From an optimization exercise on the open Yosys and OpenROAD flow, aimed at small area; shortcuts taken in it are not production practice. Function was checked by simulation only, so behaviour that the tests miss may differ from the original. No driver is modelled on the clock port, so clocking that relies on it looks cheaper here than on a real chip. Power figures rest on the tool's default switching activity, not on a simulated workload.

Setup of lane 1:
==> flow/design.v (excerpt) <==
module robot_cfg_top (
    input  logic         clk,
    input  logic         reset,
    input  logic         uart_rxd,
    input  logic         load_start,
    output logic [175:0] cfg,
    output logic         load_done
);
    logic         rx_valid;
    logic [7:0]   rx_data;
    logic         wr_en;
    logic         reload_req;
    logic [4:0]   phase;
    logic [175:0] bytes;
    uart_byte_rx u_rx (
        .clk      (clk),
        .reset    (reset),
        .rxd      (uart_rxd),
        .rx_valid (rx_valid),
        .rx_data  (rx_data)
    );
    cfg_cmd_parser u_parser (
        .clk        (clk),
        .reset      (reset),
        .rx_valid   (rx_valid),
        .rx_data    (rx_data),
        .phase      (phase),
        .wr_en      (wr_en),
        .reload_req (reload_req)
    );
    cfg_byte_ram u_ram (
        .clk     (clk),
        .reset   (reset),
        .wr_en   (wr_en),
        .wr_data (rx_data),
        .phase   (phase),
        .bytes   (bytes)
    );
    cfg_loader u_loader (
        .clk        (clk),
        .reset      (reset),
        .load_start (load_start),
        .reload_req (reload_req),
        .phase      (phase),
        .bytes      (bytes),
        .cfg        (cfg),
        .load_done  (load_done)
    );
endmodule
Size in the first run: about 780 cells after synthesis, about 390 flip-flops, roughly 180 I/O pins, ~11000 um2 of cells after synthesis.
export LEC_CHECK = 0
export ABC_AREA = 1
export CAP_MARGIN = 20
export CORE_MARGIN = 2
export CORE_UTILIZATION = 60
export PLACE_DENSITY = 0.85
export SLEW_MARGIN = 20
create_clock -name core_clock -period 10.0 [get_ports {clk}]
standard.sh (not shown) runs the stock make flow with config.mk's settings and CLKGATE_MAP_FILE= SYNTH_SCRIPT=/design/flow/synth_recipe.tcl, a recipe that flattens the netlist after the stock synthesis.
==> flow/flow/run.sh <==
#!/bin/bash
# Standard layout, with two changes:
#  - the port buffers are made from the smallest buffer cell (buf_1);
#  - the clock tree uses small clock buffers and no dummy loads. The larger
#    sink clusters are tried first; if the clock-pin slew estimated after
#    CTS leaves too little margin, CTS is redone with smaller clusters.
set -euo pipefail
here=$(pwd)
res=$here/orfs/results/$FLOW_PLATFORM/robot_cfg_top/base
ports="BUFFER_PORTS_ARGS=-buffer_cell sky130_fd_sc_hd__buf_1"
base="-sink_clustering_enable -repair_clock_nets -dont_use_dummy_load -buf_list sky130_fd_sc_hd__clkbuf_4"
tries=("$base -sink_clustering_size 12 -sink_clustering_max_diameter 60"
       "$base -sink_clustering_size 11 -sink_clustering_max_diameter 45"
       "$base -sink_clustering_size 10 -sink_clustering_max_diameter 40")
limit=0.115
n=0
for cts in "${tries[@]}"; do
  n=$((n + 1))
  rm -f "$res/4_1_cts.odb" "$res/4_cts.odb" "$res/4_cts.sdc"
  bash standard.sh "$ports" "CTS_ARGS=$cts" cts > "standard_to_cts_$n.log" 2>&1
  CTS_ODB=$res/4_cts.odb CTS_SDC=$res/4_cts.sdc PLATFORM_DIR=$FLOW_HOME/platforms/$FLOW_PLATFORM \
    openroad -no_init -exit flow/slew.tcl > "slew_$n.log" 2>&1
  slew=$(awk '/^WORST_CLK_SLEW/ {print $2}' "slew_$n.log")
  echo "try $n: $cts: worst clock-pin slew $slew ns" >> cts_tries.log
  if [[ -n "$slew" ]] && awk -v s="$slew" -v l="$limit" 'BEGIN {exit !(s <= l)}'; then
    break
  fi
done
bash standard.sh "$ports" "CTS_ARGS=$cts" finish > standard_finish.log 2>&1
==> flow/flow/slew.tcl <==
# Worst flip-flop clock-pin slew (ns) of a CTS result, with placement parasitics
set P $::env(PLATFORM_DIR)
read_db $::env(CTS_ODB)
read_liberty $P/lib/sky130_fd_sc_hd__tt_025C_1v80.lib
read_sdc $::env(CTS_SDC)
source $P/setRC.tcl
set_propagated_clock [all_clocks]
estimate_parasitics -placement
set worst 0
foreach pin [get_pins -hierarchical */CLK] {
  foreach a {max min} {
    foreach e {rise fall} {
      set s [get_property $pin slew_${a}_$e]
      if {$s > $worst} { set worst $s }
    }
  }
}
puts "WORST_CLK_SLEW $worst"
Lane 1 was carried through to the last stage, and its layout satisfied the timing, DRC and antenna checks.
## Diff of input files: lane 2 against lane 1
Settings: ABC_AREA removed (was 1).
==> flow/flow/run.sh <==
#!/bin/bash
# Standard layout, with the port buffers made from the smallest buffer cell
# and a clock tree of small clock buffers, without dummy loads
set -euo pipefail
bash standard.sh "BUFFER_PORTS_ARGS=-buffer_cell sky130_fd_sc_hd__buf_1" \
  "CTS_ARGS=-sink_clustering_enable -repair_clock_nets -dont_use_dummy_load -buf_list sky130_fd_sc_hd__clkbuf_4 -sink_clustering_size 10 -sink_clustering_max_diameter 40" \
  finish > standard_flow.log 2>&1
removed: flow/flow/slew.tcl
==> results.txt <==
- Lane 2: PASS, flow complete, no timing, DRC or antenna violations
- Ratio of cells with drive above 1 in the final layout sits lower in lane 2 than in lane 1.
- The detailed-route wire length of lane 2 was inferior to that of lane 1.
- Lane 2 vs lane 1 on flip-flop and latch share of the layout cell area: lane 2 is the higher one.
- Lane 2 ends up with a multiplexer share of the synthesized area that is 1.1 points higher than in lane 1.
- Final hold slack ends up higher on lane 1.
- On share of the core filled with cells in the final layout, lane 1 and lane 2 are basically level.

---

Another version of the RTL of robot_cfg_top (not shown whole).
Size: roughly 390 flip-flops, ~180 I/O pins, about 10000 um2 of cells after synthesis.
export LEC_CHECK = 0
export CAP_MARGIN = 20
export CORE_MARGIN = 2
export CORE_UTILIZATION = 40
export CTS_BUF_LIST = sky130_fd_sc_hd__clkbuf_4
export SLEW_MARGIN = 20
create_clock -name core_clock -period 10.0 [get_ports {clk}]
run.sh (not shown) runs the stock make flow with config.mk's settings and CLKGATE_MAP_FILE= SYNTH_SCRIPT=/design/flow/synth_recipe.tcl, a recipe that flattens the netlist after the stock synthesis.
Stock flow here: none of the scripts above is used.
The starting point ran to the end with no violations.
Change:
==> flow/flow/run.sh (new file) <==
#!/bin/bash
# Standard layout, with the port buffers made from the smallest buffer cell
# and a clock tree of small clock buffers, without dummy loads
set -euo pipefail
bash standard.sh "BUFFER_PORTS_ARGS=-buffer_cell sky130_fd_sc_hd__buf_1" \
  "CTS_ARGS=-sink_clustering_enable -repair_clock_nets -dont_use_dummy_load -buf_list sky130_fd_sc_hd__clkbuf_4 -sink_clustering_size 10 -sink_clustering_max_diameter 40" \
  finish > standard_flow.log 2>&1
==> flow/standard.sh (new file) <==
#!/bin/bash
# synth_recipe.tcl (not shown) runs the flow's synth.tcl, then flattens the netlist and writes it again
# the make line also repeats each setting of config.mk as NAME=value (left out here)
make -C /OpenROAD-flow-scripts/flow DESIGN_CONFIG=/design/flow/config.mk WORK_HOME=/design/flow/orfs CLKGATE_MAP_FILE= SYNTH_SCRIPT=/design/flow/synth_recipe.tcl "${@:-finish}"
Settings changed: CTS_BUF_LIST sky130_fd_sc_hd__clkbuf_4 to not set.
removed: flow/run.sh
The changed run passed the timing, DRC and antenna checks.
Sequential share of layout area increases by 9.6 points.
Flip-flop and latch count is unchanged.
Via count came out lower by 4.7%.
Count of clock-buffer cells in the layout fell by 84.
Hold slack is worse by 0.069 ns.
Synthesized cell count does not change.
Change:
==> flow/flow/run.sh (replaced) <==
#!/bin/bash
# Standard layout, with the port buffers made from the smallest buffer cell
set -euo pipefail
bash standard.sh "BUFFER_PORTS_ARGS=-buffer_cell sky130_fd_sc_hd__buf_1" finish > standard_flow.log 2>&1
Settings changed: CTS_BUF_LIST set to sky130_fd_sc_hd__clkbuf_4.
The new run completed with no timing, DRC or antenna violations.
Register-to-register slack barely changes.
Worst setup slack loses 0.017 ns.
Combinational power hardly moves.
Count of clock-buffer cells in the layout increases by 98.
Routed wire length increases by 2.9%.
Die area stays the same.
Core utilization came out higher by 3.4 points.
Non-clock buffer count is unchanged.
Clock skew falls by 0.048 ns.
Cell count is higher by 9.9%.
Total power came out higher by 26%.

separate check: timing with driven ports:
In the flow no input, the clock included, has a driving cell. The finished layouts below were timed again as built, in two steps. Step 1 sets driving cells, clkbuf_16 on the clock port and buf_2 on the other inputs (assumed; they add their load-dependent delay and slew). Step 2 adds t to the input delays and takes it off the output delays; t is the mean of the earliest and latest rising clock arrival at the registers after step 1. Input paths then give back, and output paths get back, about the clock's delay inside the block. a / b / c = ideal ports / drivers / drivers and shift; a / b = the first two.
run	t (ns)	slack for setup (ns)	worst setup path at the end	worst data-port slew with drivers (ns)
lane 1	0.653	6.795 / 6.755 / 7.054	input to register	0.03
lane 2	0.664	6.765 / 6.726 / 7.192	input to register	0.03
the first run of note 2	0.713	6.391 / 6.346 / 6.967	input, reset recovery	0.03
the second run of note 2	0.658	6.768 / 6.725 / 7.361	input, reset recovery	0.03
the third run of note 2	0.711	6.751 / 6.706 / 7.308	input, reset recovery	0.03
After both steps every run listed still meets setup and hold. Setup slack includes reset recovery checks.
